What follows belongs to an exercise in optimizing a design on an open flow for small area, a short achievable clock period and few clock cycles per item; a production flow would make more cautious choices. The RTL was checked by simulation tests, not by an equivalence proof against the original design. Power and IR drop assume default switching activity.

File: flow/run.sh
#!/bin/bash
# synth_recipe.tcl (not shown) runs the flow's synth.tcl, then flattens the netlist and writes it again
# the make line also repeats each setting of config.mk as NAME=value (left out here)
make -C /OpenROAD-flow-scripts/flow DESIGN_CONFIG=/design/flow/config.mk WORK_HOME=/design/flow/orfs CLKGATE_MAP_FILE= SYNTH_SCRIPT=/design/flow/synth_recipe.tcl finish
File: flow/config.mk
export PLATFORM = sky130hd
export DESIGN_NAME = lcd_pixel_shadow_writer_unit
export DESIGN_NICKNAME = lcd_pixel_shadow_writer_unit
export VERILOG_FILES = /design/flow/design.v
export SDC_FILE = /design/flow/constraint.sdc
export NUM_CORES = 4
export LEC_CHECK = 0
export ABC_CLOCK_PERIOD_IN_PS = 3000
export CAP_MARGIN = 20
export CORE_MARGIN = 2
export CORE_UTILIZATION = 50
export CTS_CLUSTER_DIAMETER = 70
export CTS_CLUSTER_SIZE = 25
export MIN_ROUTING_LAYER = met2
export PLACE_DENSITY = 0.56
export SETUP_SLACK_MARGIN = 5
export SLEW_MARGIN = 20
File: flow/constraint.sdc
create_clock -name core_clock -period 8.0 [get_ports {clk}]
set_input_delay 1.6000 -clock core_clock [delete_from_list [all_inputs] [get_ports {clk}]]
set_output_delay 1.6000 -clock core_clock [all_outputs]
set_load 0.01 [all_outputs]
File: flow/design.v
`timescale 1ns / 1ps
package lcdpsw_pkg;
    localparam int BYTE_W        = 8;
    localparam int BIT_SEL_W     = 3;
    localparam int ROWS_PER_BANK = 8;
    localparam int CFG_INDEX_W   = 2;
    localparam logic [CFG_INDEX_W-1:0] REG_COLUMN_CMD_BASE = 2'd0;
    localparam logic [CFG_INDEX_W-1:0] REG_BANK_CMD_BASE   = 2'd1;
    localparam logic [BYTE_W-1:0] COLUMN_CMD_BASE_RESET = 8'd128;
    localparam logic [BYTE_W-1:0] BANK_CMD_BASE_RESET   = 8'd64;
    typedef struct packed {
        logic [BYTE_W-1:0] column_cmd_base;
        logic [BYTE_W-1:0] bank_cmd_base;
    } cfg_t;
    typedef struct packed {
        logic clearing;
    } back_status_t;
    typedef enum logic [2:0] {
        B_CLEAR,
        B_IDLE,
        B_MERGE,
        B_COL,
        B_BANK,
        B_DATA
    } back_state_t;
endpackage
`timescale 1ns / 1ps
/*verilator lint_off IMPORTSTAR*/
import lcdpsw_pkg::*;
/*verilator lint_on IMPORTSTAR*/
module lcd_pixel_shadow_writer_unit
#(
    parameter int COLUMNS = 84,
    parameter int ROWS    = 48
) (
    input  logic                   clk,
    input  logic                   rst_n,
    input  logic                   pixel_valid,
    output logic                   pixel_ready,
    input  logic [BYTE_W-1:0]      pixel_x,
    input  logic [BYTE_W-1:0]      pixel_y,
    output logic                   lcd_valid,
    input  logic                   lcd_ready,
    output logic [BYTE_W-1:0]      lcd_byte,
    output logic                   lcd_is_data,
    output logic                   lcd_last,
    output logic                   lcd_rejected,
    input  logic                   cfg_we,
    input  logic [CFG_INDEX_W-1:0] cfg_index,
    input  logic [BYTE_W-1:0]      cfg_data
);
    localparam int BANKS = (ROWS + ROWS_PER_BANK - 1) / ROWS_PER_BANK;    
    localparam int DEPTH = COLUMNS * BANKS;                                
    localparam int HI_N  = (COLUMNS + 15) / 16;                            
    lcdpsw_pkg::cfg_t cfg_reg;
    always_ff @(posedge clk or negedge rst_n)
    begin
        if (!rst_n)
        begin
            cfg_reg.column_cmd_base <= COLUMN_CMD_BASE_RESET;
            cfg_reg.bank_cmd_base   <= BANK_CMD_BASE_RESET;
        end
        else if (cfg_we)
        begin
            if (cfg_index == REG_COLUMN_CMD_BASE)
                cfg_reg.column_cmd_base <= cfg_data;
            if (cfg_index == REG_BANK_CMD_BASE)
                cfg_reg.bank_cmd_base <= cfg_data;
        end
    end
    typedef struct packed {
        logic       rej;
        logic [6:0] x;
        logic [5:0] y;
    } raw_t;
    raw_t             in_raw;
    raw_t             sk_raw;
    raw_t             s1_src;
    logic             sk_valid;
    logic             s1_valid;
    logic             s1_rej;
    logic [6:0]       s1_x;
    logic [2:0]       s1_bank;
    logic [HI_N-1:0]  s1_hi;         
    logic [15:0]      s1_lo;         
    logic [BANKS-1:0] s1_bk;         
    logic             s1_we;         
    logic [7:0]       s1_bt;         
    logic             s1_wr;         
    logic             clr_q;         
    logic [BANKS-1:0][7:0] slice_q;
    logic [7:0]       merged;
    logic [BANKS-1:0][7:0] wcol;
    logic             h_valid;       
    logic             h_rej;
    logic [6:0]       h_x;
    logic [2:0]       h_bank;
    logic [7:0]       h_data;
    logic             s2_valid;
    logic             s2_rej;
    logic [6:0]       s2_x;
    logic [2:0]       s2_bank;
    logic [7:0]       s2_data;
    logic [1:0]       s2_phase;
    logic             out_valid;
    logic [7:0]       out_byte;
    logic             out_is_data;
    logic             out_last;
    logic             out_rejected;
    logic             ready_q;
    logic             init_q;        
    logic             load_ok;
    logic             s2_last;
    logic             s2_free;
    logic             s1_done;
    logic             adv;
    logic             s1_to_s2;
    logic             h_to_s2;
    logic             s1_free;
    logic             acc;
    logic             s1_load;
    logic             sk_take_in;
    assign pixel_ready  = ready_q;
    assign lcd_valid    = out_valid;
    assign lcd_byte     = out_byte;
    assign lcd_is_data  = out_is_data;
    assign lcd_last     = out_last;
    assign lcd_rejected = out_rejected;
    assign in_raw.rej = !((pixel_x < BYTE_W'(COLUMNS)) && (pixel_y < BYTE_W'(ROWS)));
    assign in_raw.x   = pixel_x[6:0];
    assign in_raw.y   = pixel_y[5:0];
    assign s1_src     = sk_valid ? sk_raw : in_raw;
    assign load_ok    = !out_valid || lcd_ready;
    assign s2_last    = s2_rej || (s2_phase == 2'd2);
    assign s2_free    = !s2_valid || (s2_last && load_ok);
    assign s1_done    = s1_rej || s1_wr;
    assign adv        = s1_valid && s1_done && (!h_valid || s2_free);
    assign s1_to_s2   = adv && s2_free && !h_valid;
    assign h_to_s2    = h_valid && s2_free;
    assign s1_free    = !s1_valid || adv;
    assign acc        = pixel_valid && init_q && !sk_valid;
    assign s1_load    = s1_free && (sk_valid || acc);
    assign sk_take_in = acc && !s1_free;
    logic [7:0]       mem_q [DEPTH];
    logic [COLUMNS-1:0] col;
    logic [BANKS-1:0][7:0] slice;
    logic [7:0]       rd;
    always_comb
    begin
        for (int c = 0; c < COLUMNS; c++)
            col[c] = s1_hi[c / 16] && s1_lo[c % 16];
        for (int b = 0; b < BANKS; b++)
        begin
            slice[b] = '0;
            for (int c = 0; c < COLUMNS; c++)
                slice[b] = slice[b] | (mem_q[c*BANKS + b] & {8{col[c]}});
        end
        rd = '0;
        for (int b = 0; b < BANKS; b++)
            rd = rd | (slice_q[b] & {8{s1_bk[b]}});
    end
    assign merged = rd | s1_bt;
    always_comb
    begin
        for (int b = 0; b < BANKS; b++)
            wcol[b] = clr_q ? 8'h00 : (s1_bk[b] ? merged : slice_q[b]);
    end
    always_ff @(posedge clk)
    begin
        slice_q <= slice;
    end
    always_ff @(posedge clk)
    begin
        for (int c = 0; c < COLUMNS; c++)
            for (int b = 0; b < BANKS; b++)
                if (col[c] && s1_we)
                    mem_q[c*BANKS + b] <= wcol[b];
    end
    always_ff @(posedge clk or negedge rst_n)
    begin
        if (!rst_n)
        begin
            sk_valid  <= 1'b0;
            s1_valid  <= 1'b0;
            h_valid   <= 1'b0;
            s2_valid  <= 1'b0;
            s2_phase  <= 2'd0;
            out_valid <= 1'b0;
            ready_q   <= 1'b0;    
            init_q    <= 1'b0;
            s1_hi     <= '1;
            s1_lo     <= '1;
            s1_we     <= 1'b1;
            clr_q     <= 1'b1;
        end
        else
        begin
            sk_valid <= sk_take_in || (sk_valid && !s1_free);
            ready_q  <= !(sk_take_in || (sk_valid && !s1_free));
            init_q   <= 1'b1;
            s1_valid <= s1_load || (s1_valid && !adv);
            if (s1_load)
            begin
                for (int i = 0; i < HI_N; i++)
                    s1_hi[i] <= (s1_src.x[6:4] == 3'(i));
                for (int i = 0; i < 16; i++)
                    s1_lo[i] <= (s1_src.x[3:0] == 4'(i));
                s1_we  <= 1'b0;
            end
            else if (s1_valid && !s1_rej && !s1_wr)
                s1_we  <= 1'b1;
            else if (clr_q)
                s1_we  <= 1'b0;
            clr_q <= 1'b0;
            h_valid <= (adv && (h_valid || !s2_free)) || (h_valid && !s2_free);
            if (s1_to_s2 || h_to_s2)
                s2_valid <= 1'b1;
            else if (s2_free)
                s2_valid <= 1'b0;
            if (s1_to_s2 || h_to_s2)
                s2_phase <= 2'd0;
            else if (s2_valid && load_ok)
                s2_phase <= s2_phase + 2'd1;
            if (load_ok)
                out_valid <= s2_valid;
        end
    end
    always_ff @(posedge clk)
    begin
        if (sk_take_in)
            sk_raw <= in_raw;
        if (s1_load)
        begin
            s1_rej  <= s1_src.rej;
            s1_x    <= s1_src.x;
            s1_bank <= s1_src.y[5:3];
            for (int i = 0; i < BANKS; i++)
                s1_bk[i] <= !s1_src.rej && (s1_src.y[5:3] == 3'(i));
            for (int i = 0; i < 8; i++)
                s1_bt[i] <= (s1_src.y[2:0] == 3'(i));
            s1_wr   <= 1'b0;
        end
        else if (s1_valid)
            s1_wr   <= 1'b1;
        if (adv && (h_valid || !s2_free))
        begin
            h_rej  <= s1_rej;
            h_x    <= s1_x;
            h_bank <= s1_bank;
            h_data <= merged;
        end
        if (h_to_s2)
        begin
            s2_rej  <= h_rej;
            s2_x    <= h_x;
            s2_bank <= h_bank;
            s2_data <= h_data;
        end
        else if (s1_to_s2)
        begin
            s2_rej  <= s1_rej;
            s2_x    <= s1_x;
            s2_bank <= s1_bank;
            s2_data <= merged;
        end
        if (load_ok && s2_valid)
        begin
            out_rejected <= s2_rej;
            if (s2_rej)
            begin
                out_byte    <= 8'h00;
                out_is_data <= 1'b0;
                out_last    <= 1'b1;
            end
            else
            begin
                case (s2_phase)
                    2'd0:    out_byte <= cfg_reg.column_cmd_base | {1'b0, s2_x};
                    2'd1:    out_byte <= cfg_reg.bank_cmd_base | {5'b0, s2_bank};
                    default: out_byte <= s2_data;
                endcase
                out_is_data <= (s2_phase == 2'd2);
                out_last    <= (s2_phase == 2'd2);
            end
        end
    end
endmodule
==> notes.md, run 1 <==
run status aborted with a tool error; Fail Step global routing; First Err [ERROR GRT-0116] Global routing finished with congestion. Check the congestion regions in the DRC Viewer.; starting density of the core 0.502; register area share after synthesis 0.820; placed insts approximately 12,000; FP Rows a little over 200; largest net degree at the start of global routing 85; Synth Flop Type edfxtp_1; Post-Syn Area between 0.15 and 0.2 mm2; Gate Count Post-Synth between 8,000 and 9,000; die width between 500 and 600 um; ys async rst share 0.0116; Synth warnings 2; Port Buffers 43; total CTS buffers ~210; Overflow after GRT between 500 and 600; vias in the first global route about 150k; Syn Nets roughly 8,400; first-pass GRT wire length around 1,100,000 um; distinct cell type count after synthesis between 70 and 80; routability cong. between 1 and 1.5; Post-synth EDFFs around 4,000; Mapped Avg Cell Area 18.3 um2; Root Buffer clkbuf_16; Clock Sinks between 4,000 and 5,000; Hold Buf Count CTS 0; chip height 558 um; Global Route Usage Sum 0.792; synthesized flop and latch total about 4,200; H-Tree Depth 4; CTS max path bufs 4; DP HPWL about 370,000 um; io pins 44
## cells in the mapped netlist (all sizes together), types with 43 or more instances
library cell / number / share of area
clkbuf: 305 / 0.0075
nor2: 132 / 0.0032
nand4: 106 / 0.0043
nand3: 120 / 0.0039
a222oi: 183 / 0.012
a211oi: 46 / 0.0022
nand2: 120 / 0.0029
o22ai: 202 / 0.0082
a32oi: 83 / 0.0047
a22oi: 1384 / 0.068
a221oi: 114 / 0.0065
nor4: 73 / 0.0030
and2: 60 / 0.0025
and3: 140 / 0.0057
a21oi: 184 / 0.0060
o21ai: 48 / 0.0016
dfxtp: 49 / 0.0064
edfxtp: 4120 / 0.81
inv: 43 / 0.0011
a22o: 160 / 0.0091
a31oi: 70 / 0.0029
buf: 314 / 0.0090
## what timing repair did
action	in CTS
gates cloned	84
buffers inserted	167
pin swaps	89
endpoints found under the setup margin	6635
gates resized for setup	498
## worst max path at each step
stage | from | end | slack (ps)
CTS | s1_we$_DFFE_PN1P_ | mem_q[468][6]$_DFFE_PP_ | 4790
detailed placement | lcd_ready | s1_lo[14]$_DFFE_PN1P_ | 3840
global placement | lcd_ready | s1_lo[14]$_DFFE_PN1P_ | 3710
floorplan | s1_bk[4]$_DFFE_PP_ | mem_q[100][3]$_DFFE_PP_ | 4260
## routing by layer
metal / GRT usage / GRT overflow
met2: 0.832 / 65
met4: 0.639 / 55
met3: 0.849 / 347
met5: 0.664 / 76
met1: - / -
## cells by family after synthesis
group / after synthesis / synth area share
DFF: 4218 / 0.820
and+or+nand+nor: 871 / 0.0309
other: 2 / 0.0000489
muxes: 39 / 0.00278
buffers and inverters: 667 / 0.0177
adders and majority gates: 3 / 0.000244
AOI/OAI and AO/OA: 2607 / 0.128
xor gates and xnor gates: 1 / 0.0000570
## power groups by stage
stage	registers (W)	clock network, W	logic, W
2_1_floorplan	0.0273	0	0.00752
3_3_place_gp	0.0282	0	0.0147
3_5_place_dp	0.0282	0	0.0148
4_1_cts	0.0273	0.0128	0.0176
## through the flow
step / power, W / hold slack [ps] / instance area, um2 / worst slack, ps
3_3_place_gp: 0.0429 / 466 / 161000 / 3710
4_1_cts: 0.0576 / 489 / 172000 / 4790
3_5_place_dp: 0.0430 / 465 / 161000 / 3840
2_1_floorplan: 0.0348 / 420 / 154000 / 4260
Testbench counts, summed over its fixed seeds: cycles 23,326, items 8,000.
==> run 2, diff against run 1 <==
--- a/flow/config.mk
+++ b/flow/config.mk
@@ -10,8 +10,7 @@
 export CORE_MARGIN = 2
-export CORE_UTILIZATION = 50
+export CORE_UTILIZATION = 45
 export CTS_CLUSTER_DIAMETER = 70
 export CTS_CLUSTER_SIZE = 25
-export MIN_ROUTING_LAYER = met2
-export PLACE_DENSITY = 0.56
-export SETUP_SLACK_MARGIN = 5
+export PLACE_DENSITY = 0.5
+export SETUP_SLACK_MARGIN = 4
 export SLEW_MARGIN = 20
==> run 2 against run 1 <==
Net effect: synthesized cell count stayed put; now clean on timing, DRC and antenna; area after synthesis stayed put.
==> notes.md, run 2 <==
Synth Flop Type edfxtp_1 (unchanged); total CTS buffers 214 (was 209); Min Clock Period, post-route between 4000 and 5000 ps; Global Route Usage Sum 0.399; startpoint types flop; Post-Synth Simple-Gate Area 0.0309 (unchanged); distinct cell type count after synthesis 72 (unchanged); Gate Count Post-Synth 8,408 (unchanged); WP data required between 8000 and 9000 ps; Worst setup endpoint mem_q[24][4]$_DFFE_PP_; unrepaired setup endpoints after global routing true; via count roughly 100,000; cell mode on critical path buf_4; routability cong. 0.937 (was 1.06); Post-synth EDFFs 4,120 (unchanged); Overflow after GRT 0; Hold Path Class flop to flop; hold_ws between 400 and 500 ps; Synth warnings 2 (unchanged); post-DR vias/cell roughly 7.6; Iteration-0 DRC Markers ~22,000; critical path fanouts, max 32; Logic pwr share 0.276; Crit path depth 3; Worst R2R End mem_q[24][4]$_DFFE_PP_; final setup violation count 0; register area share after synthesis 0.820 (unchanged); top-count cell post-synth edfxtp_1 (unchanged); NetSw ~0.021 W; register share of total power 0.490; TritonRoute pass-1 iters 9; internal power around 0.036 W; Clock Sinks 4,218 (unchanged); FP Rows 214 (was 203); post-CTS setup buffer count 0 (was 167); run status no timing/DRC/antenna violations (was aborted with a tool error); ys async rst share 0.0116 (unchanged); CTS max path bufs 4 (unchanged); Hold Buf Count CTS 0 (unchanged); clock skew 64.5 ps; Nets between 8,000 and 9,000; max FFs per register a little over 4,000; layout cells sized above 1 0.109; Max Cap Viol 0; fin crit share 0.533; Total Wirelength around 700,000 um; Syn Nets 8,442 (unchanged); Rel. slew slack 0.119; Design Power roughly 0.057 W; Reg2Reg Depth 3; crit-path cells buf_4 > and3_4 > buf_4; biggest regs mem_q x4032, slice_q x48; P&R area growth vs syn 9.79%; Worst Path Buf+Inv 2; clock latency on the worst-skew pair around 1000 ps; CP max-delay cell and3_4; most common library cell in the layout ignoring fill and taps edfxtp_1; setup TNS 0 ps; worst slew pin tran between 1000 and 1500 ps; Setup CP Type flop to flop; Switching Share 0.369; drt drc 0; Fin. Hold Viols 0; PwrDens roughly 340 mW/mm2; largest family of logic cells by synthesized area compound AO/OA/AOI/OAI gates (unchanged); Port Buffers 43 (unchanged); Critical Path Max Stage Delay about 1100 ps; post-route ant nets 0; post-synth top area share 0.805 (unchanged); Reg with most FFs mem_q; CTS tree yes; achievable clock frequency 234 MHz; Root Buffer clkbuf_16 (unchanged); compound-cell area share of the yosys netlist 0.128 (unchanged); Top delay family on crit path buffers and inverters; Reg clk slew, reported paths approximately 100 ps; static leakage 50.3 nW; synthesized flop and latch total 4,218 (unchanged); R2R Path Start s1_lo[4]$_DFFE_PN1P_; multiplexer share of the synthesized area 0.00278 (unchanged); io pins 44 (unchanged); chip height 588 um (was 558 um); die width 588 um (was 558 um); largest net degree at the start of global routing slightly below 90; most frequent cells in the layout 4,120 x edfxtp_1, 1,384 x a22oi_1, 314 x buf_4, 219 x clkbuf_16, 202 x o22ai_1; DP HPWL 374,000 um (was 367,000 um); WP data arrival 4870 ps; Synth area leader edfxtp_1 (unchanged); Max Transition Viols Final 0; CP endpoint kind flop; Mapped Avg Cell Area 18.3 um2 (unchanged); XOR/XNOR Fraction of Synth Area 0.0000570 (unchanged); R2R Setup Slk about 3700 ps; maximum vdd drop about 0.29 mV; vias in the first global route 89,500; H-Tree Depth 4 (unchanged); clock network power share 0.234; crit path launch s1_lo[4]$_DFFE_PN1P_; die area approximately 0.35 mm2; Post-Syn Area 0.154 mm2 (unchanged); most area-consuming cells after synthesis edfxtp_1 81%, a22oi_1 6.8%, a222oi_1 1.2%, a22o_1 0.91%, o22ai_1 0.82% (unchanged); core area 0.340 mm2; first-pass GRT wire length just over 900,000 um; Routed wire per std cell 53.5 um; most frequent cells after synthesis 4,120 x edfxtp_1, 1,384 x a22oi_1, 305 x clkbuf_1 (unchanged); Synth Area in Adders 0.000244 (unchanged); initial antenna violation count 54; starting density of the core 0.452 (was 0.502)
[run 2: how the worst min path moves through the flow]
stage	start	to	slack, ps	cells past startpoint
after floorplan	s1_bank[0]$_DFFE_PP_	h_bank[0]$_DFFE_PP_	420	0
after global placement	s1_bank[0]$_DFFE_PP_	h_bank[0]$_DFFE_PP_	450	0
after detailed placement	s1_x[6]$_DFFE_PP_	h_x[6]$_DFFE_PP_	450	0
after CTS	s1_x[6]$_DFFE_PP_	h_x[6]$_DFFE_PP_	470	0
after global routing	s1_bank[0]$_DFFE_PP_	h_bank[0]$_DFFE_PP_	490	0
final	s1_bank[0]$_DFFE_PP_	h_bank[0]$_DFFE_PP_	470	0
[run 2: what timing repair did]
item | 4_1_cts | 5_1_grt
gates cloned | 2 | 2
gates resized for setup | 12 | 0
pin swaps | 3 | 1
endpoints found under the setup margin | 354 | 27
[run 2: power groups by stage]
stage | combinational, W | sequential (W) | clock (W)
after floorplan | 0.00736 | 0.0274 | 0
after global placement | 0.0149 | 0.0282 | 0
after detailed placement | 0.0150 | 0.0282 | 0
after CTS | 0.0150 | 0.0277 | 0.0133
after global routing | 0.0157 | 0.0277 | 0.0140
final | 0.0157 | 0.0278 | 0.0133
[run 2: area by class of cell]
class	count	area (um2)
repair buffers	402	3530
clock inverters	99	1170
clock buffers	294	5870
fillers	27700	171000
multi-input cells	3527	26100
flip-flops and latches	4218	126000
well taps	4536	5680
inverters	48	205
diodes	25	62.6
[run 2: kinds of logic (layout without fill, tap and decap cells)]
logic type,Yosys count,in the layout
AO/OA/AOI/OAI,2607,2607
XOR/XNOR,1,1
flip-flops,4218,4218
multiplexers,39,39
other,2,27
AND/OR/NAND/NOR,871,875
adder cells (fa/ha/maj),3,3
buffers and inverters,667,843
[run 2: routing by layer]
layer,global-route usage,vias up,share of wire
met5,0,-,0.00052
met2,0.581,9468,0.43
met4,0.195,28,0.062
met1,0.549,53100,0.36
met3,0.117,1791,0.15
li1,-,35500,-
[run 2: through the flow]
stage | area, um2 | util | worst slack [ps] | instances
floorplan | 154000 | - | 2490 | 8408
detailed placement | 161000 | 0.475 | 3250 | 12700
CTS | 168000 | 0.496 | 4000 | 13100
finish | 169000 | 0.496 | 3730 | 13100
global route | 169000 | 0.496 | 3990 | 13100
global placement | 161000 | 0.475 | 3250 | 12700
==> run 3, diff against run 2 <==
--- a/flow/config.mk
+++ b/flow/config.mk
@@ -14,3 +14,3 @@
 export PLACE_DENSITY = 0.5
-export SETUP_SLACK_MARGIN = 4
+export SETUP_SLACK_MARGIN = 4.5
 export SLEW_MARGIN = 20
==> run 3 against run 2 <==
Net effect: clock skew is 5.8 ps lower; combinational power is 4% higher; maximum frequency is 13% higher; via count increased by 1.8%; area after synthesis did not move; die area did not move; non-clock buffer count up 39; hold slack better by 6.1 ps; core utilization up 0.41 points.
==> notes.md, run 3 <==
Nets 8,537 (was 8,445); Total Wirelength 733,000 um (was 704,000 um); WP data required 8630 ps (was 8600 ps); distinct cell type count after synthesis 72 (unchanged); Clock Sinks 4,218 (unchanged); CP endpoint kind flop (unchanged); Max Transition Viols Final 0 (unchanged); register share of total power 0.482 (was 0.490); Post-Layout Cell Count 13,200 (was 13,100); Reg clk slew, reported paths 100 ps (about the same); most frequent cells after synthesis 4,120 x edfxtp_1, 1,384 x a22oi_1, 305 x clkbuf_1 (unchanged); Reg with most FFs mem_q (unchanged); post-synth top area share 0.805 (unchanged); Critical Path Max Stage Delay 1020 ps (was 1100 ps); top-count cell post-synth edfxtp_1 (unchanged); crit-path cells buf_12 > and3_4 > buf_6 (was buf_4 > and3_4 > buf_4); chip height 588 um (unchanged); setup TNS 0 ps (unchanged); Synth warnings 2 (unchanged); internal power 0.0361 W (was 0.0359 W); largest net degree at the start of global routing 105 (was 88); fin crit share 0.472 (was 0.533); die width 588 um (unchanged); met3 WL 116,000 um (was 103,000 um); first-pass GRT wire length 932,000 um (was 908,000 um); via count 102,000 (was 99,900); CTS max path bufs 4 (unchanged); starting density of the core 0.452 (unchanged); Fin. Hold Viols 0 (unchanged); routability cong. 0.910 (was 0.937); Overflow after GRT 0 (unchanged); Post-synth EDFFs 4,120 (unchanged); Post-Syn Area 0.154 mm2 (unchanged); P&R area growth vs syn 10.7% (was 9.79%); final setup violation count 0 (unchanged); startpoint types flop (unchanged); CTS tree yes (unchanged); PwrDens 340 mW/mm2 (was 337 mW/mm2); layout cells sized above 1 0.121 (was 0.109); Setup CP Type flop to flop (unchanged); Iteration-0 DRC Markers 23,200 (was 21,800); WP data arrival 4410 ps (was 4870 ps); drt drc 0 (unchanged); register area share after synthesis 0.820 (unchanged); Worst Path Buf+Inv 2 (unchanged); Max Cap Viol 0 (unchanged); most area-consuming cells after synthesis edfxtp_1 81%, a22oi_1 6.8%, a222oi_1 1.2%, a22o_1 0.91%, o22ai_1 0.82% (unchanged); H-Tree Depth 4 (unchanged); hold_ws 471 ps (was 465 ps); biggest regs mem_q x4032, slice_q x48 (unchanged); Synth Flop Type edfxtp_1 (unchanged); Gate Count Post-Synth 8,408 (unchanged); die area 0.346 mm2 (unchanged); most common library cell in the layout ignoring fill and taps edfxtp_1 (unchanged); clock skew 58.7 ps (was 64.5 ps); post-route ant nets 0 (unchanged); Switching Share 0.375 (was 0.369); DP HPWL 382,000 um (was 374,000 um); synthesized flop and latch total 4,218 (unchanged); total CTS buffers 221 (was 214); achievable clock frequency 265 MHz (was 234 MHz); ys async rst share 0.0116 (unchanged); maximum vdd drop 0.265 mV (was 0.287 mV); Global Route Usage Sum 0.413 (was 0.399); run status no timing/DRC/antenna violations (unchanged); TritonRoute pass-1 iters 9 (unchanged); Routed wire per std cell 55.3 um (was 53.5 um); unrepaired setup endpoints after global routing true (unchanged); worst slew pin tran 1290 ps (was 1320 ps); post-DR vias/cell 7.68 (was 7.60); max FFs per register 4,032 (unchanged); placed cell area 0.161 mm2 (about the same); clock network power share 0.236 (was 0.234); placed insts 12,700 (about the same); final instance area 0.170 mm2 (was 0.169 mm2); clock latency on the worst-skew pair 1020 ps (about the same); Port Buffers 43 (unchanged); Syn Nets 8,442 (unchanged); static leakage 51.0 nW (was 50.3 nW); most frequent cells in the layout 4,120 x edfxtp_1, 1,383 x a22oi_1, 287 x buf_4, 224 x clkbuf_16, 202 x o22ai_1 (was 4,120 x edfxtp_1, 1,384 x a22oi_1, 314 x buf_4, 219 x clkbuf_16, 202 x o22ai_1); Logic pwr share 0.282 (was 0.276); Mapped Avg Cell Area 18.3 um2 (unchanged); io pins 44 (unchanged); critical path fanouts, max 103 (was 32); NetSw 0.0217 W (was 0.0210 W); Top delay family on crit path buffers and inverters (unchanged); met1 WL 255,000 um (about the same); Synth area leader edfxtp_1 (unchanged); Root Buffer clkbuf_16 (unchanged); Hold Path Class flop to flop (unchanged); pre-CTS setup slack 3330 ps (was 3250 ps); Min Clock Period, post-route 3780 ps (was 4270 ps); CP max-delay cell dfstp_4 (was and3_4); final setup margin 4220 ps (was 3730 ps); Rel. slew slack 0.132 (was 0.119); initial antenna violation count 71 (was 54); WL met2 307,000 um (was 302,000 um); FP Rows 214 (unchanged); vias in the first global route 90,500 (was 89,500); max layer used met5 (unchanged); core area 0.340 mm2 (unchanged)
## run 3: cell counts after synthesis
No cell type changed its count.
## run 3: repair_timing
action,in CTS,in global routing
cloned,42,9
gates resized for setup,116,33
pin swaps,46,12
hold endpoints to repair,0,0
setup buffers,28,6
setup endpoints to repair,2208,904
hold buffers,0,0
## run 3: routing by layer
| metal | vias to the layer above | GRT usage |
|---|---|---|
| li1 | 35800 | - |
| met1 | 53400 | 0.548 |
| met2 | 10300 | 0.587 |
| met3 | 2112 | 0.144 |
| met4 | 45 | 0.244 |
| met5 | - | 0.00438 |
## run 3: power groups by stage
stage / logic (W) / registers [W] / clock network, W
4_1_cts: 0.0154 / 0.0277 / 0.0136
2_1_floorplan: 0.00740 / 0.0273 / 0
5_1_grt: 0.0162 / 0.0278 / 0.0143
3_5_place_dp: 0.0151 / 0.0282 / 0
3_3_place_gp: 0.0150 / 0.0282 / 0
6_report: 0.0163 / 0.0279 / 0.0136
## run 3: path summary, 6_finish.rpt
check | depth (start not counted) | to | startpoint | slack, ps
min in group asynchronous | 2 | ready_q$_DFF_PN0_ | rst_n | 700
max reg2reg | 3 | mem_q[290][5]$_DFFE_PP_ | s1_we$_DFFE_PN1P_ | 4220
max in group asynchronous | 2 | cfg_reg[5]$_DFFE_PN0P_ | rst_n | 6760
min reg2reg | 0 | h_x[6]$_DFFE_PP_ | s1_x[6]$_DFFE_PP_ | 470
max | 3 | mem_q[290][5]$_DFFE_PP_ | s1_we$_DFFE_PN1P_ | 4220
min | 0 | h_x[6]$_DFFE_PP_ | s1_x[6]$_DFFE_PP_ | 470
## run 3: logic make-up (layout without fill, tap and decap cells)
kind of cell	Yosys count	after routing	share of synthesized area
adder cells (fa/ha/maj)	3	3	0.000244
XOR/XNOR	1	1	0.0000570
AO/OA/AOI/OAI	2607	2609	0.128
AND/OR/NAND/NOR	871	918	0.0309
other	2	34	0.0000489
buffers and inverters	667	880	0.0177
flip-flops	4218	4218	0.820
multiplexers	39	39	0.00278
## run 3: cell type report
| class | instances | area [um2] |
|---|---|---|
| multi-input combinational | 3572 | 26500 |
| clock inverter | 126 | 1490 |
| fill | 27700 | 170000 |
| sequential | 4218 | 126000 |
| timing repair inverter | 1 | 7.51 |
| inverter | 48 | 229 |
| clock buffer | 264 | 5810 |
| antenna | 32 | 80.1 |
| tap | 4536 | 5680 |
| timing repair buffer | 441 | 4160 |
## run 3: through the flow
step / total power (W) / utilization
6_report: 0.0578 / 0.500
2_1_floorplan: 0.0347 / -
4_1_cts: 0.0567 / 0.499
5_1_grt: 0.0582 / 0.500
3_5_place_dp: 0.0433 / 0.475
3_3_place_gp: 0.0432 / 0.475
==> run 4, diff against run 3 <==
--- a/flow/config.mk
+++ b/flow/config.mk
@@ -10,7 +10,6 @@
 export CORE_MARGIN = 2
-export CORE_UTILIZATION = 45
+export CORE_UTILIZATION = 35
 export CTS_CLUSTER_DIAMETER = 70
 export CTS_CLUSTER_SIZE = 25
-export PLACE_DENSITY = 0.5
-export SETUP_SLACK_MARGIN = 4.5
+export PLACE_DENSITY = 0.4
 export SLEW_MARGIN = 20
==> run 4 against run 3 <==
Net effect: global-route usage shrank 7.7 points; area after synthesis is the same; critical path depth is the same; critical endpoint is now mem_q[395][7]$_DFFE_PP_.
==> notes.md, run 4 <==
max FFs per register 4,032 (unchanged); Clock Sinks 4,218 (unchanged); R2R Path Start s1_lo[1]$_DFFE_PN1P_ (was s1_we$_DFFE_PN1P_); Reg2Reg Depth 3 (unchanged); Syn Nets 8,442 (unchanged); post-synth top area share 0.805 (unchanged); H-Tree Depth 5 (was 4); io pins 44 (unchanged); die area 0.444 mm2 (was 0.346 mm2); Post-synth EDFFs 4,120 (unchanged); Iteration-0 DRC Markers 18,500 (was 23,200); most area-consuming cells after synthesis edfxtp_1 81%, a22oi_1 6.8%, a222oi_1 1.2%, a22o_1 0.91%, o22ai_1 0.82% (unchanged); routability cong. 0.863 (was 0.910); Routed wire per std cell 52.6 um (was 55.3 um); register area share after synthesis 0.820 (unchanged); FP Rows 243 (was 214); core area 0.438 mm2 (was 0.340 mm2); post-route ant nets 0 (unchanged); Post-Layout Cell Count 14,500 (was 13,200); via count 98,300 (was 102,000); top-count cell post-synth edfxtp_1 (unchanged); ys async rst share 0.0116 (unchanged); post-CTS setup buffer count 0 (was 28); largest net degree at the start of global routing 86 (was 105); WP data required 8580 ps (was 8630 ps); Reg clk slew, reported paths 90 ps (was 100 ps); vias in the first global route 90,200 (was 90,500); die width 667 um (was 588 um); clock skew 54.6 ps (was 58.7 ps); Port Buffers 43 (unchanged); final setup margin 3660 ps (was 4220 ps); Hold Buf Count CTS 0 (unchanged); P&R area growth vs syn 12.8% (was 10.7%); clock latency on the worst-skew pair 1000 ps (was 1020 ps); CTS tree yes (unchanged); Setup CP Type flop to flop (unchanged); Gate Count Post-Synth 8,408 (unchanged); DP HPWL 416,000 um (was 382,000 um); most frequent cells in the layout 4,120 x edfxtp_1, 1,384 x a22oi_1, 344 x buf_4, 295 x clkbuf_16, 202 x o22ai_1 (was 4,120 x edfxtp_1, 1,383 x a22oi_1, 287 x buf_4, 224 x clkbuf_16, 202 x o22ai_1); Root Buffer clkbuf_16 (unchanged); fin crit share 0.543 (was 0.472); Synth Flop Type edfxtp_1 (unchanged); Worst R2R End mem_q[395][7]$_DFFE_PP_ (was mem_q[290][5]$_DFFE_PP_); Post-Syn Area 0.154 mm2 (unchanged); post_cts resized 0 (was 116); distinct cell type count after synthesis 72 (unchanged); achievable clock frequency 230 MHz (was 265 MHz); Mapped Avg Cell Area 18.3 um2 (unchanged); R2R Setup Slk 3660 ps (was 4220 ps); CTS max path bufs 4 (unchanged); CP endpoint kind flop (unchanged); Synth area leader edfxtp_1 (unchanged); startpoint types flop (unchanged); unrepaired setup endpoints after global routing false (was true); placed insts 14,000 (was 12,700); WP data arrival 4930 ps (was 4410 ps); Reg with most FFs mem_q (unchanged); first-pass GRT wire length 974,000 um (was 932,000 um); synthesized flop and latch total 4,218 (unchanged); initial antenna violation count 74 (was 71); Global Route Usage Sum 0.336 (was 0.413); chip height 667 um (was 588 um); Hold Path Class flop to flop (unchanged); crit path launch s1_lo[1]$_DFFE_PN1P_ (was s1_we$_DFFE_PN1P_); critical path fanouts, max 29 (was 103); Total Wirelength 764,000 um (was 733,000 um); Max Cap Viol 0 (unchanged); Synth warnings 2 (unchanged); pre-CTS setup slack 3240 ps (was 3330 ps); PwrDens 349 mW/mm2 (was 340 mW/mm2); Min Clock Period, post-route 4340 ps (was 3780 ps); most frequent cells after synthesis 4,120 x edfxtp_1, 1,384 x a22oi_1, 305 x clkbuf_1 (unchanged); post-DR vias/cell 6.77 (was 7.68); starting density of the core 0.351 (was 0.452); TritonRoute pass-1 iters 8 (was 9); hold path startpoint s1_bank[2]$_DFFE_PP_ (was s1_x[6]$_DFFE_PP_); setup TNS 0 ps (unchanged); Core Util, Final 0.396 (was 0.500); worst slew pin tran 1330 ps (was 1290 ps); Max Transition Viols Final 0 (unchanged); hold path cells 0 (unchanged); Fill cells 39,300 (was 27,700); biggest regs mem_q x4032, slice_q x48 (unchanged); maximum vdd drop 0.220 mV (was 0.265 mV); drt drc 0 (unchanged); total CTS buffers 286 (was 221); static leakage 51.8 nW (was 51.0 nW); Nets 8,541 (was 8,537); layout cells sized above 1 0.128 (was 0.121); Overflow after GRT 0 (unchanged); hold path endpoint h_bank[2]$_DFFE_PP_ (was h_x[6]$_DFFE_PP_); most common library cell in the layout ignoring fill and taps edfxtp_1 (unchanged); final setup violation count 0 (unchanged); run status no timing/DRC/antenna violations (unchanged); Rel. slew slack 0.111 (was 0.132); Fin. Hold Viols 0 (unchanged)
==> run 4: routing by layer <==
| layer | track usage | vias up | routed length [um] |
|---|---|---|---|
| met5 | 0 | - | 172 |
| met4 | 0.128 | 22 | 35300 |
| met3 | 0.0646 | 1227 | 78000 |
| met2 | 0.518 | 6962 | 343000 |
| met1 | 0.471 | 54300 | 307000 |
| li1 | - | 35800 | - |
==> run 4: cells by family (layout without fill, tap and decap cells) <==
kind of cell               after synthesis  count (layout)  share of synthesized area
DFF                                   4218            4218                      0.820
muxes                                   39              39                    0.00278
other                                    2              23                  0.0000489
buffers and inverters                  667             996                     0.0177
xor gates and xnor gates                 1               1                  0.0000570
and+or+nand+nor                        871             871                     0.0309
AOI/OAI and AO/OA                     2607            2607                      0.128
adders and majority gates                3               3                   0.000244
==> run 4: power by group <==
part,internal (W),switching [W],total (W)
combinational,0.00355,0.0126,0.0162
sequential,0.0266,0.00130,0.0279
clock,0.00761,0.00881,0.0164
total,0.0378,0.0227,0.0605
==> run 4: area by class of cell <==
class                   count  area [um2]  share of cell area
clock inverters           200        2410              0.0139
clock buffers             318        7500              0.0433
diodes                     21        52.6            0.000303
inverters                  48         208             0.00120
repair buffers            430        3870              0.0223
flip-flops and latches   4218      126000               0.727
well taps                5757        7200              0.0416
multi-input cells        3523       26100               0.150
==> run 4: stage by stage <==
stage	hold WS, ps	area (um2)	total power [W]
global route	501	173000	0.0614
finish	477	173000	0.0605
floorplan	420	154000	0.0348
detailed placement	455	163000	0.0440
CTS	478	173000	0.0601
global placement	467	163000	0.0439
==> run 4: worst max path at each step <==
| stage | endpoint | slack, ps | cells after the start |
|---|---|---|---|
| 2_1_floorplan | mem_q[0][2]$_DFFE_PP_ | 2490 | 5 |
| 3_3_place_gp | h_data[7]$_DFFE_PP_ | 3070 | 5 |
| 3_5_place_dp | h_data[7]$_DFFE_PP_ | 3240 | 5 |
| 4_1_cts | mem_q[335][1]$_DFFE_PP_ | 3810 | 3 |
| 5_1_grt | mem_q[395][7]$_DFFE_PP_ | 3860 | 3 |
| 6_report | mem_q[395][7]$_DFFE_PP_ | 3660 | 3 |
==> run 4: worst max-delay path, stage by stage (launching register included) <==
cell	delay [ps]
dfstp_4	1130
buf_4	650
and3_4	890
buf_4	970
==> run 5, diff against run 4 <==
--- a/flow/design.v
+++ b/flow/design.v
@@ -53,3 +53,2 @@
     localparam int DEPTH = COLUMNS * BANKS;                                
-    localparam int HI_N  = (COLUMNS + 15) / 16;                            
     lcdpsw_pkg::cfg_t cfg_reg;
@@ -83,4 +82,3 @@
     logic [2:0]       s1_bank;
-    logic [HI_N-1:0]  s1_hi;         
-    logic [15:0]      s1_lo;         
+    logic [COLUMNS-1:0] s1_col;      
     logic [BANKS-1:0] s1_bk;         
@@ -150,3 +148,3 @@
         for (int c = 0; c < COLUMNS; c++)
-            col[c] = s1_hi[c / 16] && s1_lo[c % 16];
+            col[c] = s1_col[c];
         for (int b = 0; b < BANKS; b++)
@@ -190,4 +188,3 @@
             init_q    <= 1'b0;
-            s1_hi     <= '1;
-            s1_lo     <= '1;
+            s1_col    <= '1;
             s1_we     <= 1'b1;
@@ -203,6 +200,4 @@
             begin
-                for (int i = 0; i < HI_N; i++)
-                    s1_hi[i] <= (s1_src.x[6:4] == 3'(i));
-                for (int i = 0; i < 16; i++)
-                    s1_lo[i] <= (s1_src.x[3:0] == 4'(i));
+                for (int i = 0; i < COLUMNS; i++)
+                    s1_col[i] <= (s1_src.x == 7'(i));
                 s1_we  <= 1'b0;
--- a/flow/config.mk
+++ b/flow/config.mk
@@ -10,6 +10,7 @@
 export CORE_MARGIN = 2
-export CORE_UTILIZATION = 35
+export CORE_UTILIZATION = 45
 export CTS_CLUSTER_DIAMETER = 70
 export CTS_CLUSTER_SIZE = 25
-export PLACE_DENSITY = 0.4
+export PLACE_DENSITY = 0.5
+export SETUP_SLACK_MARGIN = 4
 export SLEW_MARGIN = 20
==> run 5 against run 4 <==
Net effect: sequential share of layout area is 2.9 points higher; global-route usage rose by 11 points; core utilization grew 10 points; largest cell class unchanged; sequential cell count rose by 62; hold slack got worse by 20 ps; synthesized cell count down 6.6%; design area is 2.4% lower; cell count is 12% lower.
==> notes.md, run 5 <==
startpoint types flop (unchanged); first-pass GRT wire length 975,000 um (was 974,000 um); Worst Path Buf+Inv 2 (unchanged); initial antenna violation count 93 (was 74); Root Buffer clkbuf_16 (unchanged); Synth Flop Type edfxtp_1 (unchanged); Logic pwr share 0.164 (was 0.267); Iteration-0 DRC Markers 26,400 (was 18,500); unrepaired setup endpoints after global routing false (unchanged); Hold Path Class flop to flop (unchanged); Syn Nets 7,889 (was 8,442); post-synth top area share 0.808 (was 0.805); run status no timing/DRC/antenna violations (unchanged); most area-consuming cells after synthesis edfxtp_1 81%, a221oi_1 4.0%, a22o_1 4.0%, a22oi_1 3.0%, dfstp_2 1.5% (was edfxtp_1 81%, a22oi_1 6.8%, a222oi_1 1.2%, a22o_1 0.91%, o22ai_1 0.82%); FP Rows 214 (was 243); most frequent cells in the layout 4,120 x edfxtp_1, 707 x a22o_1, 707 x a221oi_1, 612 x a22oi_1, 372 x buf_4 (was 4,120 x edfxtp_1, 1,384 x a22oi_1, 344 x buf_4, 295 x clkbuf_16, 202 x o22ai_1); top-count cell post-synth edfxtp_1 (unchanged); via count 103,000 (was 98,300); final setup violation count 0 (unchanged); Reg with most FFs mem_q (unchanged); Critical Path Max Stage Delay 670 ps (was 1130 ps); Gate Count Post-Synth 7,855 (was 8,408); drt drc 0 (unchanged); CP endpoint kind flop (unchanged); WP data required 8720 ps (was 8580 ps); post-DR vias/cell 8.02 (was 6.77); final setup margin 3820 ps (was 3660 ps); Reg clk slew, reported paths 110 ps (was 90 ps); Core Util, Final 0.499 (was 0.396); Synth area leader edfxtp_1 (unchanged); Fin. Hold Viols 0 (unchanged); fin crit share 0.523 (was 0.543); die width 587 um (was 667 um); biggest regs mem_q x4032, s1_col x84, slice_q x48 (was mem_q x4032, slice_q x48); P&R area growth vs syn 10.5% (was 12.8%); chip height 587 um (was 667 um); Mapped Avg Cell Area 19.5 um2 (was 18.3 um2); most common library cell in the layout ignoring fill and taps edfxtp_1 (unchanged); clock latency on the worst-skew pair 1020 ps (was 1000 ps); setup TNS 0 ps (unchanged); CP max-delay cell a221oi_1 (was dfstp_4); CTS tree yes (unchanged); ys async rst share 0.0259 (was 0.0116); Max Cap Viol 0 (unchanged); register area share after synthesis 0.833 (was 0.820); pre-CTS setup slack 3300 ps (was 3240 ps); NetSw 0.0150 W (was 0.0227 W); CTS max path bufs 4 (unchanged); clock skew 65.2 ps (was 54.6 ps); core area 0.339 mm2 (was 0.438 mm2); Rel. slew slack 0.0874 (was 0.111); post-CTS setup buffer count 0 (unchanged); Overflow after GRT 0 (unchanged); Hold Buf Count CTS 0 (unchanged); achievable clock frequency 239 MHz (was 230 MHz); io pins 44 (unchanged); distinct cell type count after synthesis 50 (was 72); Post-synth EDFFs 4,120 (unchanged); TritonRoute pass-1 iters 12 (was 8); clock network power share 0.269 (was 0.271); critical path fanouts, max 17 (was 29); Post-Syn Area 0.153 mm2 (was 0.154 mm2); post-route ant nets 0 (unchanged); layout cells sized above 1 0.131 (was 0.128); most frequent cells after synthesis 4,120 x edfxtp_1, 707 x a221oi_1, 707 x a22o_1 (was 4,120 x edfxtp_1, 1,384 x a22oi_1, 305 x clkbuf_1); DP HPWL 425,000 um (was 416,000 um); Max Transition Viols Final 0 (unchanged); Nets 8,081 (was 8,541); Min Clock Period, post-route 4180 ps (was 4340 ps); static leakage 52.4 nW (was 51.8 nW); Total Wirelength 780,000 um (was 764,000 um); post_cts resized 0 (unchanged); die area 0.345 mm2 (was 0.444 mm2); Port Buffers 43 (unchanged); maximum vdd drop 0.219 mV (was 0.220 mV); largest net degree at the start of global routing 87 (was 86); Clock Sinks 4,280 (was 4,218); crit-path cells buf_4 > buf_4 > a22o_1 > a221oi_1 > nand4_1 > nor3_1 > nand2_1 (was buf_4 > and3_4 > buf_4); max FFs per register 4,032 (unchanged); PwrDens 293 mW/mm2 (was 349 mW/mm2); Post-Layout Cell Count 12,800 (was 14,500); worst slew pin tran 1370 ps (was 1330 ps); WP data arrival 4900 ps (was 4930 ps); Global Route Usage Sum 0.442 (was 0.336); internal power 0.0345 W (was 0.0378 W); Routed wire per std cell 60.9 um (was 52.6 um); cell mode on critical path buf_4 (unchanged); total CTS buffers 214 (was 286); H-Tree Depth 4 (was 5); register share of total power 0.567 (was 0.461); Setup CP Type flop to flop (unchanged); routability cong. 0.932 (was 0.863); R2R Setup Slk 3820 ps (was 3660 ps); placed insts 12,400 (was 14,000); Synth warnings 2 (unchanged); Top delay family on crit path simple AND/OR/NAND/NOR gates (was buffers and inverters); synthesized flop and latch total 4,280 (was 4,218); vias in the first global route 88,600 (was 90,200); hold_ws 457 ps (was 477 ps); Switching Share 0.303 (was 0.376); starting density of the core 0.451 (was 0.351)
-- run 5: cell count changes in the layout (fill, tap and decap cells not counted), sizes merged, moves of 62 or more --
cell / before / now
a32oi: 83 / 0
o22ai: 202 / 0
and3: 140 / 8
dfstp: 26 / 88
a21oi: 184 / 26
a222oi: 183 / 7
nand3: 120 / 41
a221oi: 114 / 707
inv: 140 / 53
a22oi: 1384 / 612
a22o: 160 / 707
mux2: 29 / 115
nand4: 106 / 301
-- run 5: area by class of cell --
| type | instances | area (um2) |
|---|---|---|
| Clock buffer | 266 | 5760 |
| Antenna cell | 82 | 205 |
| Tap cell | 4536 | 5680 |
| Multi-Input combinational cell | 3072 | 24400 |
| Fill cell | 27400 | 170000 |
| Timing Repair Buffer | 456 | 4050 |
| Clock inverter | 95 | 1130 |
| Inverter | 23 | 86.3 |
| Sequential cell | 4280 | 128000 |
-- run 5: final timing paths --
path,start,end,cells after the start
worst max-delay path,s1_col[9]$_DFFE_PN1P_,slice_q[2]$_DFF_P_,7
worst min-delay path,s1_bank[1]$_DFFE_PP_,h_bank[1]$_DFFE_PP_,0
worst max register to register,s1_col[9]$_DFFE_PN1P_,slice_q[2]$_DFF_P_,7
worst min register to register,s1_bank[1]$_DFFE_PP_,h_bank[1]$_DFFE_PP_,0
max in group asynchronous,rst_n,s1_col[30]$_DFFE_PN1P_,2
min in group asynchronous,rst_n,cfg_reg[14]$_DFFE_PN0P_,1
-- run 5: power groups by stage --
stage                     Combinational [W]  Sequential (W)  Clock [W]
after global routing                0.00803          0.0280     0.0139
after floorplan                     0.00340          0.0281          0
final                               0.00815          0.0281     0.0133
after global placement              0.00751          0.0285          0
after CTS                           0.00762          0.0280     0.0132
after detailed placement            0.00760          0.0285          0
-- run 5: worst reg2reg max path: cells and delay by family (launching register included) --
family | cells | cell delay, ps
flip-flops | 1 | 660
AND/OR/NAND/NOR | 3 | 1370
buffers and inverters | 2 | 890
AO/OA/AOI/OAI | 2 | 1020
-- run 5: logic make-up after synthesis --
logic type,synth area share
XOR/XNOR,0.000114
multiplexers,0.00974
adder cells (fa/ha/maj),0.000245
flip-flops,0.833
AND/OR/NAND/NOR,0.0281
AO/OA/AOI/OAI,0.116
buffers and inverters,0.0130
other,0.0000490
-- run 5: stage by stage --
| step | total power (W) | cell area, um2 |
|---|---|---|
| 2_1_floorplan | 0.0315 | 153000 |
| 3_3_place_gp | 0.0360 | 162000 |
| 3_5_place_dp | 0.0361 | 162000 |
| 4_1_cts | 0.0488 | 169000 |
| 5_1_grt | 0.0499 | 169000 |
| 6_report | 0.0495 | 169000 |
-- run 5: layer usage --
metal | up-vias | wire [um] | share of wire | track usage
met5 | - | 602 | 0.00077 | 0.00561
met4 | 26 | 56600 | 0.073 | 0.267
met3 | 2587 | 131000 | 0.17 | 0.159
met2 | 12100 | 326000 | 0.42 | 0.622
met1 | 54200 | 265000 | 0.34 | 0.588
li1 | 33800 | - | - | -
Testbench counts of run 5, summed over its fixed seeds: cycles 23,326, items 8,000.

static timing again, ports no longer ideal:
How much do the figures lean on ideal ports? The routed layouts below were timed once more, with nothing changed but the port constraints.
Step 1, drivers: a clkbuf_16 drives clk and a buf_2 each remaining input, both assumed.
Step 2, shift: input delay + t, output delay - t, t = (earliest + latest rising clock arrival at the registers) / 2. This alone moves slack from input paths to output paths.
Three values: ideal ports, drivers, drivers and shift; two values: the first two.
run	t, ns	setup slack, ns	worst hold slack (ns)
run 2	1.112	3.735 / 3.735 / 3.735	0.465 / 0.465 / 0.465
run 3	1.122	4.225 / 4.225 / 3.706	0.471 / 0.471 / 0.471
run 4	1.090	3.658 / 3.658 / 3.560	0.477 / 0.477 / 0.477
run 5	1.096	3.820 / 3.820 / 3.203	0.457 / 0.457 / 0.457
After both steps every run listed still meets setup and hold. The setup slack of run 5, which loses most, moves by 0.000 ns with the drivers and by -0.617 ns with both steps.
